From an optimization exercise on the open Yosys and OpenROAD flow, aimed at small area, a short achievable clock period and few clock cycles; shortcuts taken in it are not production practice.
Function was checked by simulation only, so behaviour that the tests miss may differ from the original.
No activity file was given, so power comes from the tool's default toggle rates.

==> module cacheSequencer, before the edit <==
module cacheSequencer #(
	parameter int AddrWidth  = 32,
	parameter int SetBits    = 3,
	parameter int WordBits   = 3,
	parameter int CasLatency = 2
) (
	input  logic                           Clock,
	input  logic                           Reset_L,
	input  logic [AddrWidth-1:0]           cpuAddr,
	input  logic [cachePkg::DataWidth-1:0] cpuWriteData,
	input  logic                           as_L,
	input  logic                           we_L,
	input  logic                           uds_L,
	input  logic                           lds_L,
	input  logic                           dramSelectCpu,
	input  logic [cachePkg::DataWidth-1:0] dramReadData,
	input  logic                           dramDtack_L,
	input  logic                           dramCas_L,
	input  logic                           dramRas_L,
	input  logic [cachePkg::NumWays-1:0]   hitWays,
	input  logic [cachePkg::WayBits-1:0]   victimWay,
	input  logic [cachePkg::NumWays-1:0][cachePkg::DataWidth-1:0] rdData,	 
	input  logic [cachePkg::DataWidth-1:0] stData,	 
	input  logic [SetBits-1:0]             phase,	 
	output logic [cachePkg::DataWidth-1:0] cpuReadData,
	output logic                           dtack_L,
	output logic                           dramSelect_L,
	output logic [AddrWidth-1:0]           dramAddr,
	output logic [cachePkg::DataWidth-1:0] dramWriteData,
	output logic                           dramUds_L,
	output logic                           dramLds_L,
	output logic                           dramWe_L,
	output logic                           dramAs_L,
	output logic                           allocEn,
	output logic [SetBits-1:0]             allocSet,
	output logic [cachePkg::WayBits-1:0]   allocWay,
	output logic [cachePkg::NumWays-1:0]   invWays,
	output logic [SetBits-1:0]             invSet,
	output logic                           lruEn,
	output logic [SetBits-1:0]             lruSet,
	output logic [cachePkg::WayBits-1:0]   lruWay,
	output logic                           stLoad,
	output logic [WordBits-1:0]            stWord,
	output logic                           ringWr,
	output logic [cachePkg::WayBits-1:0]   ringWay,
	output logic [(1<<WordBits)-1:0]       ringWords
);
	typedef enum logic [2:0] {
		dIdle,
		dFillReq,	 
		dFillGap,	 
		dFillData,	 
		dWrReq,		 
		dWrRel		 
	} dramState_t;
	localparam int LineWords = 1 << WordBits;
	dramState_t                 dstate, dnext;
	logic [WordBits-1:0]        cnt;
	logic [SetBits-1:0]         fillSet;
	logic [cachePkg::WayBits-1:0] fillWay;
	logic                       acked;		 
	logic [SetBits-1:0]         stSet;
	logic [cachePkg::WayBits-1:0] stWay;
	logic [LineWords-1:0]       stValid;	 
	logic [LineWords-1:0]       stDirty;	 
	logic                       fillOk;
	logic                       dtackQ;
	logic [SetBits-1:0]         set;
	logic [WordBits-1:0]        word;
	logic                       cpuReq, hit, fillActive, inData;
	logic                       readAck, readMiss, writeIssue, writeAck;
	logic [cachePkg::WayBits-1:0] hitWay;
	assign set  = cpuAddr[SetBits+WordBits:WordBits+1];
	assign word = cpuAddr[WordBits:1];
	assign cpuReq     = !as_L && dramSelectCpu && !acked;
	assign hit        = |hitWays;
	assign hitWay     = {hitWays[3] | hitWays[2], hitWays[3] | hitWays[1]};
	assign fillActive = (dstate == dFillReq) || (dstate == dFillGap) || (dstate == dFillData);
	assign inData     = (dstate == dFillData);
	logic [cachePkg::NumWays-1:0] wayReady;
	always_comb
		for (int w = 0; w < cachePkg::NumWays; w++)
			wayReady[w] = !(fillActive && set == fillSet && fillWay == w) || (inData && cnt >= word);
	assign readAck    = cpuReq && we_L && |(hitWays & wayReady);
	logic [cachePkg::NumWays-1:0]   capW, stW, ringW;
	logic                           capHit, stHit;
	logic [cachePkg::DataWidth-1:0] readWord;
	always_comb begin
		for (int w = 0; w < cachePkg::NumWays; w++) begin
			capW[w]  = fillActive && set == fillSet && fillWay == w && inData && cnt == word;
			stW[w]   = set == stSet && stWay == w && stValid[word] && !capW[w];
			ringW[w] = !capW[w] && !stW[w];
		end
		capHit   = |(hitWays & capW);
		stHit    = |(hitWays & stW);
		readWord = (dramReadData & {cachePkg::DataWidth{capHit}}) | (stData & {cachePkg::DataWidth{stHit}});
		for (int w = 0; w < cachePkg::NumWays; w++)
			readWord = readWord | (rdData[w] & {cachePkg::DataWidth{hitWays[w] & ringW[w]}});
	end
	assign fillOk     = !(|stDirty) || (SetBits'(stSet - phase) <= SetBits'(5));
	assign readMiss   = cpuReq && we_L && !hit && (dstate == dIdle) && fillOk;
	assign writeIssue = cpuReq && !we_L && (dstate == dIdle);
	assign writeAck   = (dstate == dWrReq) && !dramDtack_L;
	always_comb begin
		dnext = dstate;
		case (dstate)
			dIdle:     if (readMiss) dnext = dFillReq;
			           else if (writeIssue) dnext = dWrReq;
			dFillReq:  if (!dramCas_L && dramRas_L) dnext = (CasLatency > 1) ? dFillGap : dFillData;
			dFillGap:  if (cnt == WordBits'(CasLatency - 2)) dnext = dFillData;
			dFillData: if (cnt == WordBits'(LineWords - 1)) dnext = dIdle;
			dWrReq:    if (!dramDtack_L) dnext = dWrRel;
			dWrRel:    if (dramDtack_L) dnext = dIdle;
			default:   dnext = dIdle;
		endcase
	end
	always_ff @(posedge Clock or negedge Reset_L) begin
		if (!Reset_L) begin
			dstate       <= dIdle;
			dtackQ       <= 1'b1;
			acked        <= 1'b0;
			dramSelect_L <= 1'b1;
			allocEn      <= 1'b0;
			invWays      <= '0;
			lruEn        <= 1'b0;
		end else begin
			dstate       <= dnext;
			acked        <= readAck || writeAck || (acked && !as_L);
			dtackQ       <= !(readAck || writeAck || (acked && !as_L));
			dramSelect_L <= !((dnext == dFillReq) || (dnext == dWrReq));
			allocEn      <= readMiss;
			invWays      <= writeIssue ? hitWays : '0;
			lruEn        <= readMiss || readAck;
		end
	end
	always_ff @(posedge Clock) begin
		if (dstate == dFillData || (dstate == dFillGap && dnext == dFillGap))
			cnt <= cnt + 1'b1;
		else
			cnt <= '0;
		if (dstate == dIdle) begin	 
			fillSet <= set;
			fillWay <= victimWay;
		end
		allocSet <= set;
		allocWay <= victimWay;
		invSet   <= set;
		lruSet   <= set;
		lruWay   <= hit ? hitWay : victimWay;
		cpuReadData <= readWord;
		dramAddr      <= we_L ? {cpuAddr[AddrWidth-1:WordBits+1], {(WordBits+1){1'b0}}} : cpuAddr;
		dramWriteData <= cpuWriteData;
		dramUds_L     <= we_L ? 1'b0 : uds_L;
		dramLds_L     <= we_L ? 1'b0 : lds_L;
		dramWe_L      <= we_L;
		dramAs_L      <= we_L;
	end
	assign dtack_L = dtackQ;
	assign stLoad    = inData;
	assign stWord    = cnt;
	assign ringWr    = (phase == stSet);
	assign ringWay   = stWay;
	assign ringWords = stValid;
	always_ff @(posedge Clock or negedge Reset_L) begin
		if (!Reset_L) begin
			stValid <= '0;
			stDirty <= '0;
		end else begin
			if (ringWr)
				stDirty <= '0;
			if (inData) begin
				if (cnt == '0) begin	 
					stValid <= LineWords'(1);
					stDirty <= LineWords'(1);
				end else begin
					stValid[cnt] <= 1'b1;
					stDirty[cnt] <= 1'b1;
				end
			end
		end
	end
	always_ff @(posedge Clock) begin
		if (inData && cnt == '0) begin
			stSet <= fillSet;
			stWay <= fillWay;
		end
	end
endmodule
clock: 8.5 ns
lec_check: 0
cap_margin: 20
core_margin: 2
core_utilization: 40
cts_buf_list: sky130_fd_sc_hd__clkbuf_16
cts_cluster_diameter: 60
cts_cluster_size: 30
setup_slack_margin: 5
slew_margin: 20
run.sh (not shown) runs the stock make flow with config.mk's settings and CLKGATE_MAP_FILE= SYNTH_SCRIPT=/design/flow/synth_recipe.tcl, a recipe that flattens the netlist after the stock synthesis.
Testbench counts at the start, summed over its fixed seeds: cycles 123,485.
Rerun with:
--- a/flow/design.v
+++ b/flow/design.v
@@ -262,24 +262,23 @@
 	logic [cachePkg::NumWays-1:0] wayReady;
 	always_comb
 		for (int w = 0; w < cachePkg::NumWays; w++)
 			wayReady[w] = !(fillActive && set == fillSet && fillWay == w) || (inData && cnt >= word);
 	assign readAck    = cpuReq && we_L && |(hitWays & wayReady);
-	logic [cachePkg::NumWays-1:0]   capW, stW, ringW;
-	logic                           capHit, stHit;
+	logic [cachePkg::DataWidth-1:0] wayWord [cachePkg::NumWays];
 	logic [cachePkg::DataWidth-1:0] readWord;
 	always_comb begin
+		readWord = '0;
 		for (int w = 0; w < cachePkg::NumWays; w++) begin
-			capW[w]  = fillActive && set == fillSet && fillWay == w && inData && cnt == word;
-			stW[w]   = set == stSet && stWay == w && stValid[word] && !capW[w];
-			ringW[w] = !capW[w] && !stW[w];
+			if (fillActive && set == fillSet && fillWay == w && inData && cnt == word)
+				wayWord[w] = dramReadData;
+			else if (set == stSet && stWay == w && stValid[word])
+				wayWord[w] = stData;
+			else
+				wayWord[w] = rdData[w];
+			readWord = readWord | (wayWord[w] & {cachePkg::DataWidth{hitWays[w]}});
 		end
-		capHit   = |(hitWays & capW);
-		stHit    = |(hitWays & stW);
-		readWord = (dramReadData & {cachePkg::DataWidth{capHit}}) | (stData & {cachePkg::DataWidth{stHit}});
-		for (int w = 0; w < cachePkg::NumWays; w++)
-			readWord = readWord | (rdData[w] & {cachePkg::DataWidth{hitWays[w] & ringW[w]}});
 	end
 	assign fillOk     = !(|stDirty) || (SetBits'(stSet - phase) <= SetBits'(5));
 	assign readMiss   = cpuReq && we_L && !hit && (dstate == dIdle) && fillOk;
 	assign writeIssue = cpuReq && !we_L && (dstate == dIdle);
 	assign writeAck   = (dstate == dWrReq) && !dramDtack_L;
=> The new run ran to the end with no violations; cell area rose by 3.2%; core utilization rose by 1.1 points; setup slack gets worse by 0.13 ns; power rose by 1.3%; wire length rose by 14%; count of clock-buffer cells in the layout rose by 3; synthesized cell count rose by 1.4%; clock power hardly moves; sequential share of layout area fell by 1.9 points; combinational power rose by 14%; sequential cell count is unchanged; synthesized area rose by 0.63%; fmax fell by 3.3%.
Testbench counts after the change, summed over its fixed seeds: cycles 123,485.

separate check: timing with driven ports:
Ports are ideal in the flow. The routed layouts listed here were re-timed in OpenROAD.
Step 1 assumes that a clkbuf_16 drives the clock port and a buf_2 every other input.
Step 2, shift: input delay + t, output delay - t, t = (earliest + latest rising clock arrival at the registers) / 2. This alone moves slack from input paths to output paths.
Three values: ideal ports, drivers, drivers and shift; two values: the first two.
| run | t, ns | setup WS [ns] | clock arrival spread, ns |
|---|---|---|---|
| the first run | 1.096 | 4.784 / 4.795 / 3.699 | 0.097 / 0.096 |
| the second run | 1.083 | 4.657 / 4.610 / 3.527 | 0.107 / 0.108 |
After both steps setup and hold are still met in every run listed. The setup slack of the second run, which loses most, moves by -0.047 ns with the drivers and by -1.130 ns with both steps.
